Background: an optimization exercise with open tools, aiming at small area and a short achievable clock period. Do not read the settings as production practice.
Where RTL was checked, it was by simulation tests only, not by an equivalence proof against the original.

==> raven <==
Design block_transposer, start of the top module:
module block_transposer (
    input  logic        clk,
    input  logic        rst_n,
    input  logic        in_valid,
    input  logic [15:0] in_data,
    output logic        out_valid,
    output logic [15:0] out_data
);
==> module elem_counter, before the edit <==
module elem_counter (
    input  logic                            clk,
    input  logic                            rst_n,
    input  logic                            step,
    output logic [8-1:0]          lane_oh,
    output logic                            primed
);
    localparam block_transposer_pkg::elem_idx_t LAST_IDX = {6{1'b1}};
    block_transposer_pkg::elem_idx_t idx_q;
    block_transposer_pkg::elem_idx_t idx_nxt;
    logic                            orient_q;
    logic                            orient_nxt;
    logic                            primed_q;
    logic                            primed_nxt;
    logic [8-1:0]          lane_oh_q;
    logic [3-1:0]            lane_nxt;
    logic                            last;
    assign last = step && (idx_q == LAST_IDX);
    always_comb
    begin
        idx_nxt    = idx_q;
        orient_nxt = orient_q;
        primed_nxt = primed_q;
        if (step)
        begin
            idx_nxt = idx_q + 1'b1;    
        end
        if (last)
        begin
            orient_nxt = ~orient_q;    
            primed_nxt = 1'b1;
        end
        lane_nxt = orient_nxt ? idx_nxt[6-1 -: 3] : idx_nxt[3-1:0];
    end
    always_ff @(posedge clk or negedge rst_n)
    begin
        if (!rst_n)
        begin
            idx_q     <= '0;
            orient_q  <= 1'b0;
            primed_q  <= 1'b0;
            lane_oh_q <= 8'(1);
        end
        else
        begin
            idx_q     <= idx_nxt;
            orient_q  <= orient_nxt;
            primed_q  <= primed_nxt;
            for (int l = 0; l < 8; l++)
            begin
                lane_oh_q[l] <= (lane_nxt == l[3-1:0]);
            end
        end
    end
    assign lane_oh = lane_oh_q;
    assign primed  = primed_q;
endmodule
==> module transpose_ram, before the edit <==
module transpose_ram (
    input  logic                        clk,
    input  logic                        step,
    input  block_transposer_pkg::data_t in_data,
    input  logic [8-1:0]      lane_oh,
    output block_transposer_pkg::data_t out_data
);
    localparam int DIM = 8;
    block_transposer_pkg::data_t lane_q [DIM][DIM];    
    block_transposer_pkg::data_t head;
    block_transposer_pkg::data_t rd_data_q;
    always_ff @(posedge clk)
    begin
        for (int l = 0; l < DIM; l++)
        begin
            if (step && lane_oh[l])
            begin
                for (int s = 0; s < DIM-1; s++)
                begin
                    lane_q[l][s] <= lane_q[l][s+1];
                end
                lane_q[l][DIM-1] <= in_data;
            end
        end
    end
    always_comb
    begin
        head = '0;
        for (int l = 0; l < DIM; l++)
        begin
            head = head | (lane_q[l][0] & {16{lane_oh[l]}});
        end
    end
    always_ff @(posedge clk)
    begin
        rd_data_q <= head;
    end
    assign out_data = rd_data_q;
endmodule
==> module block_transposer, before the edit <==
module block_transposer (
    input  logic        clk,
    input  logic        rst_n,
    input  logic        in_valid,
    input  logic [15:0] in_data,
    output logic        out_valid,
    output logic [15:0] out_data
);
    logic [8-1:0] lane_oh;
    logic                   primed;
    elem_counter elem_counter_i (
        .clk     (clk),
        .rst_n   (rst_n),
        .step    (in_valid),
        .lane_oh (lane_oh),
        .primed  (primed)
    );
    transpose_ctrl transpose_ctrl_i (
        .clk       (clk),
        .rst_n     (rst_n),
        .step      (in_valid),
        .primed    (primed),
        .out_valid (out_valid)
    );
    transpose_ram transpose_ram_i (
        .clk      (clk),
        .step     (in_valid),
        .in_data  (in_data),
        .lane_oh  (lane_oh),
        .out_data (out_data)
    );
endmodule
export LEC_CHECK = 0
export CAP_MARGIN = 20
export CORE_MARGIN = 2
export CORE_UTILIZATION = 40
export SETUP_SLACK_MARGIN = 1.9
export SLEW_MARGIN = 20
create_clock -name core_clock -period 3.7 [get_ports {clk}]
run.sh (not shown) runs the stock make flow with config.mk's settings and CLKGATE_MAP_FILE= SYNTH_SCRIPT=/design/flow/synth_recipe.tcl, a recipe that flattens the netlist after the stock synthesis.
==> sierra (differences from raven) <==
- CORE_UTILIZATION: 40 -> 60
- CTS_BUF_LIST: not set -> sky130_fd_sc_hd__clkbuf_16
- CTS_CLUSTER_DIAMETER: not set -> 70
- CTS_CLUSTER_SIZE: not set -> 32
==> willow (differences from raven) <==
==> flow/design.v (replaced) <==
package block_transposer_pkg;
    typedef logic [16-1:0] data_t;
    typedef logic [6-1:0] elem_idx_t;
    typedef struct packed {
        logic  valid;
        data_t data;
    } sample_t;
    typedef struct packed {
        logic orient;    
        logic primed;    
    } steer_t;
    typedef enum logic {
        FILL   = 1'b0,
        STREAM = 1'b1
    } ctrl_state_e;
endpackage
`timescale 1ns/1ps
module elem_counter (
    input  logic                   clk,
    input  logic                   rst_n,
    input  logic                   step,
    output logic [8-1:0] rot,
    output logic [8-1:0] rd_hd,
    output logic [8-1:0] rd_nx,
    output logic                   primed
);
    localparam block_transposer_pkg::elem_idx_t LAST_IDX = {6{1'b1}};
    block_transposer_pkg::elem_idx_t idx_q;
    block_transposer_pkg::elem_idx_t idx_nxt;
    logic                            orient_q;
    logic                            orient_nxt;
    logic                            primed_q;
    logic                            primed_nxt;
    logic [8-1:0]          lane_q;       
    logic [8-1:0]          lane_nxt;
    logic [3-1:0]            lane_sel;
    logic                            same;
    logic [8-1:0]          rot_q;
    logic [8-1:0]          rd_hd_q;
    logic [8-1:0]          rd_nx_q;
    logic                            last;
    assign last = step && (idx_q == LAST_IDX);
    always_comb
    begin
        idx_nxt    = idx_q;
        orient_nxt = orient_q;
        primed_nxt = primed_q;
        if (step)
        begin
            idx_nxt = idx_q + 1'b1;    
        end
        if (last)
        begin
            orient_nxt = ~orient_q;    
            primed_nxt = 1'b1;
        end
        lane_sel = orient_nxt ? idx_nxt[6-1 -: 3] : idx_nxt[3-1:0];
        for (int l = 0; l < 8; l++)
        begin
            lane_nxt[l] = (lane_sel == l[3-1:0]);
        end
        same = step && (lane_nxt == lane_q);
    end
    always_ff @(posedge clk or negedge rst_n)
    begin
        if (!rst_n)
        begin
            idx_q    <= '0;
            orient_q <= 1'b0;
            primed_q <= 1'b0;
            lane_q   <= 8'(1);
            rot_q    <= '0;
            rd_hd_q  <= 8'(1);
            rd_nx_q  <= '0;
        end
        else
        begin
            idx_q    <= idx_nxt;
            orient_q <= orient_nxt;
            primed_q <= primed_nxt;
            lane_q   <= lane_nxt;
            rot_q    <= step ? lane_q : '0;
            rd_hd_q  <= same ? '0 : lane_nxt;
            rd_nx_q  <= same ? lane_nxt : '0;
        end
    end
    assign rot    = rot_q;
    assign rd_hd  = rd_hd_q;
    assign rd_nx  = rd_nx_q;
    assign primed = primed_q;
endmodule
`timescale 1ns/1ps
module transpose_ctrl (
    input  logic clk,
    input  logic rst_n,
    input  logic step,
    input  logic primed,
    output logic out_valid
);
    logic valid_q;
    always_ff @(posedge clk or negedge rst_n)
    begin
        if (!rst_n)
        begin
            valid_q <= 1'b0;
        end
        else
        begin
            valid_q <= step && primed;
        end
    end
    assign out_valid = valid_q;
endmodule
`timescale 1ns/1ps
module transpose_ram (
    input  logic                        clk,
    input  block_transposer_pkg::data_t in_data,
    input  logic [8-1:0]      rot,
    input  logic [8-1:0]      rd_hd,
    input  logic [8-1:0]      rd_nx,
    output block_transposer_pkg::data_t out_data
);
    localparam int DIM = 8;
    block_transposer_pkg::data_t lane_q [DIM][DIM];    
    block_transposer_pkg::data_t wr_data_q;
    block_transposer_pkg::data_t rd_word;
    block_transposer_pkg::data_t rd_data_q;
    always_ff @(posedge clk)
    begin
        wr_data_q <= in_data;
    end
    always_ff @(posedge clk)
    begin
        for (int l = 0; l < DIM; l++)
        begin
            if (rot[l])
            begin
                for (int s = 0; s < DIM-1; s++)
                begin
                    lane_q[l][s] <= lane_q[l][s+1];
                end
                lane_q[l][DIM-1] <= wr_data_q;
            end
        end
    end
    always_comb
    begin
        rd_word = '0;
        for (int l = 0; l < DIM; l++)
        begin
            rd_word = rd_word | (lane_q[l][0] & {16{rd_hd[l]}})
                              | (lane_q[l][1] & {16{rd_nx[l]}});
        end
    end
    always_ff @(posedge clk)
    begin
        rd_data_q <= rd_word;
    end
    assign out_data = rd_data_q;
endmodule
`timescale 1ns/1ps
module block_transposer (
    input  logic        clk,
    input  logic        rst_n,
    input  logic        in_valid,
    input  logic [15:0] in_data,
    output logic        out_valid,
    output logic [15:0] out_data
);
    logic [8-1:0] rot;
    logic [8-1:0] rd_hd;
    logic [8-1:0] rd_nx;
    logic                   primed;
    elem_counter elem_counter_i (
        .clk    (clk),
        .rst_n  (rst_n),
        .step   (in_valid),
        .rot    (rot),
        .rd_hd  (rd_hd),
        .rd_nx  (rd_nx),
        .primed (primed)
    );
    transpose_ctrl transpose_ctrl_i (
        .clk       (clk),
        .rst_n     (rst_n),
        .step      (in_valid),
        .primed    (primed),
        .out_valid (out_valid)
    );
    transpose_ram transpose_ram_i (
        .clk      (clk),
        .in_data  (in_data),
        .rot      (rot),
        .rd_hd    (rd_hd),
        .rd_nx    (rd_nx),
        .out_data (out_data)
    );
endmodule
- CORE_UTILIZATION: 40 -> 60
- CTS_BUF_LIST: not set -> sky130_fd_sc_hd__clkbuf_16
- CTS_CLUSTER_DIAMETER: not set -> 70
- CTS_CLUSTER_SIZE: not set -> 32
==> lagoon (differences from raven) <==
==> flow/design.v (replaced) <==
package block_transposer_pkg;
    typedef logic [16-1:0] data_t;
    typedef logic [6-1:0] elem_idx_t;
    typedef struct packed {
        logic  valid;
        data_t data;
    } sample_t;
    typedef struct packed {
        logic orient;    
        logic primed;    
    } steer_t;
    typedef enum logic {
        FILL   = 1'b0,
        STREAM = 1'b1
    } ctrl_state_e;
endpackage
`timescale 1ns/1ps
module elem_counter (
    input  logic                   clk,
    input  logic                   rst_n,
    input  logic                   step,
    output logic [8-1:0] rot,
    output logic [8-1:0] rd_hd,
    output logic [8-1:0] rd_nx,
    output logic                   primed
);
    localparam block_transposer_pkg::elem_idx_t LAST_IDX = {6{1'b1}};
    block_transposer_pkg::elem_idx_t idx_q;
    logic                            orient_q;
    logic                            primed_q;
    logic [8-1:0]          lane_q;       
    logic [8-1:0]          lane_rot;
    logic                            adv;
    logic [8-1:0]          rot_q;
    logic [8-1:0]          rd_hd_q;
    logic [8-1:0]          rd_nx_q;
    logic                            last;
    assign last = (idx_q == LAST_IDX);
    assign adv      = !orient_q || (idx_q[3-1:0] == {3{1'b1}});
    assign lane_rot = {lane_q[8-2:0], lane_q[8-1]};
    always_ff @(posedge clk or negedge rst_n)
    begin
        if (!rst_n)
        begin
            idx_q    <= '0;
            orient_q <= 1'b0;
            primed_q <= 1'b0;
            lane_q   <= 8'(1);
            rot_q    <= '0;
            rd_hd_q  <= 8'(1);
            rd_nx_q  <= '0;
        end
        else
        begin
            if (step)
            begin
                idx_q <= idx_q + 1'b1;    
                if (last)
                begin
                    orient_q <= ~orient_q;    
                    primed_q <= 1'b1;
                end
                if (adv)
                begin
                    lane_q <= lane_rot;
                end
            end
            rot_q   <= step ? lane_q : '0;
            rd_hd_q <= step ? (adv ? lane_rot : '0) : lane_q;
            rd_nx_q <= (step && !adv) ? lane_q : '0;
        end
    end
    assign rot    = rot_q;
    assign rd_hd  = rd_hd_q;
    assign rd_nx  = rd_nx_q;
    assign primed = primed_q;
endmodule
`timescale 1ns/1ps
module transpose_ctrl (
    input  logic clk,
    input  logic rst_n,
    input  logic step,
    input  logic primed,
    output logic out_valid
);
    logic valid_q;
    always_ff @(posedge clk or negedge rst_n)
    begin
        if (!rst_n)
        begin
            valid_q <= 1'b0;
        end
        else
        begin
            valid_q <= step && primed;
        end
    end
    assign out_valid = valid_q;
endmodule
`timescale 1ns/1ps
module transpose_ram (
    input  logic                        clk,
    input  block_transposer_pkg::data_t in_data,
    input  logic [8-1:0]      rot,
    input  logic [8-1:0]      rd_hd,
    input  logic [8-1:0]      rd_nx,
    output block_transposer_pkg::data_t out_data
);
    localparam int DIM = 8;
    block_transposer_pkg::data_t lane_q [DIM][DIM];    
    block_transposer_pkg::data_t wr_data_q;
    block_transposer_pkg::data_t rd_word;
    block_transposer_pkg::data_t rd_data_q;
    always_ff @(posedge clk)
    begin
        wr_data_q <= in_data;
    end
    always_ff @(posedge clk)
    begin
        for (int l = 0; l < DIM; l++)
        begin
            if (rot[l])
            begin
                for (int s = 0; s < DIM-1; s++)
                begin
                    lane_q[l][s] <= lane_q[l][s+1];
                end
                lane_q[l][DIM-1] <= wr_data_q;
            end
        end
    end
    always_comb
    begin
        rd_word = '0;
        for (int l = 0; l < DIM; l++)
        begin
            rd_word = rd_word | (lane_q[l][0] & {16{rd_hd[l]}})
                              | (lane_q[l][1] & {16{rd_nx[l]}});
        end
    end
    always_ff @(posedge clk)
    begin
        rd_data_q <= rd_word;
    end
    assign out_data = rd_data_q;
endmodule
`timescale 1ns/1ps
module block_transposer (
    input  logic        clk,
    input  logic        rst_n,
    input  logic        in_valid,
    input  logic [15:0] in_data,
    output logic        out_valid,
    output logic [15:0] out_data
);
    logic [8-1:0] rot;
    logic [8-1:0] rd_hd;
    logic [8-1:0] rd_nx;
    logic                   primed;
    elem_counter elem_counter_i (
        .clk    (clk),
        .rst_n  (rst_n),
        .step   (in_valid),
        .rot    (rot),
        .rd_hd  (rd_hd),
        .rd_nx  (rd_nx),
        .primed (primed)
    );
    transpose_ctrl transpose_ctrl_i (
        .clk       (clk),
        .rst_n     (rst_n),
        .step      (in_valid),
        .primed    (primed),
        .out_valid (out_valid)
    );
    transpose_ram transpose_ram_i (
        .clk      (clk),
        .in_data  (in_data),
        .rot      (rot),
        .rd_hd    (rd_hd),
        .rd_nx    (rd_nx),
        .out_data (out_data)
    );
endmodule
- CORE_UTILIZATION: 40 -> 60
- CTS_BUF_LIST: not set -> sky130_fd_sc_hd__clkbuf_16
- CTS_CLUSTER_DIAMETER: not set -> 70
- CTS_CLUSTER_SIZE: not set -> 32
==> notes.md <==
willow finished clean. raven finished with timing, DRC and antenna clean. lagoon passed the timing, design-rule and antenna checks. sierra passed the timing, design-rule and antenna checks. Design area, highest first: willow, raven, lagoon, sierra. In area after synthesis, raven and sierra do not differ. The lowest die area belongs to sierra, the highest to raven. Flip-flop and latch count is the same in raven and sierra.
Function not checked in willow and lagoon: the RTL went through the layout flow alone.

==> re-timing with driven ports <==
The results above use ideal ports. As a check the final layouts listed here were re-extracted and re-timed, cells and wires unchanged. Step 1 assumes that a clkbuf_16 drives the clock port and a buf_2 every other input. Step 2, shift: input delay + t, output delay - t, t = (earliest + latest rising clock arrival at the registers) / 2. This alone moves slack from input paths to output paths. Slacks: no drivers / after step 1 / after step 2; pairs: no drivers / after step 1.
| run | shift t [ns] | setup slack, ns | slew at the worst register clock pin (ns) | pins driven straight from the clock port |
|---|---|---|---|---|
| raven | 0.700 | 1.821 / 1.764 / 1.354 | 0.06 / 0.06 | 1 |
| sierra | 0.655 | 1.858 / 1.804 / 1.285 | 0.11 / 0.11 | 1 |
| willow | 0.663 | 0.579 / 0.579 / 0.072 | 0.11 / 0.11 | 1 |
| lagoon | 0.675 | 1.826 / 1.767 / 1.390 | 0.12 / 0.12 | 1 |
After both steps every run listed still meets setup and hold. For sierra, which loses most, drivers alone change the setup slack by -0.054 ns; drivers and shift together by -0.573 ns.
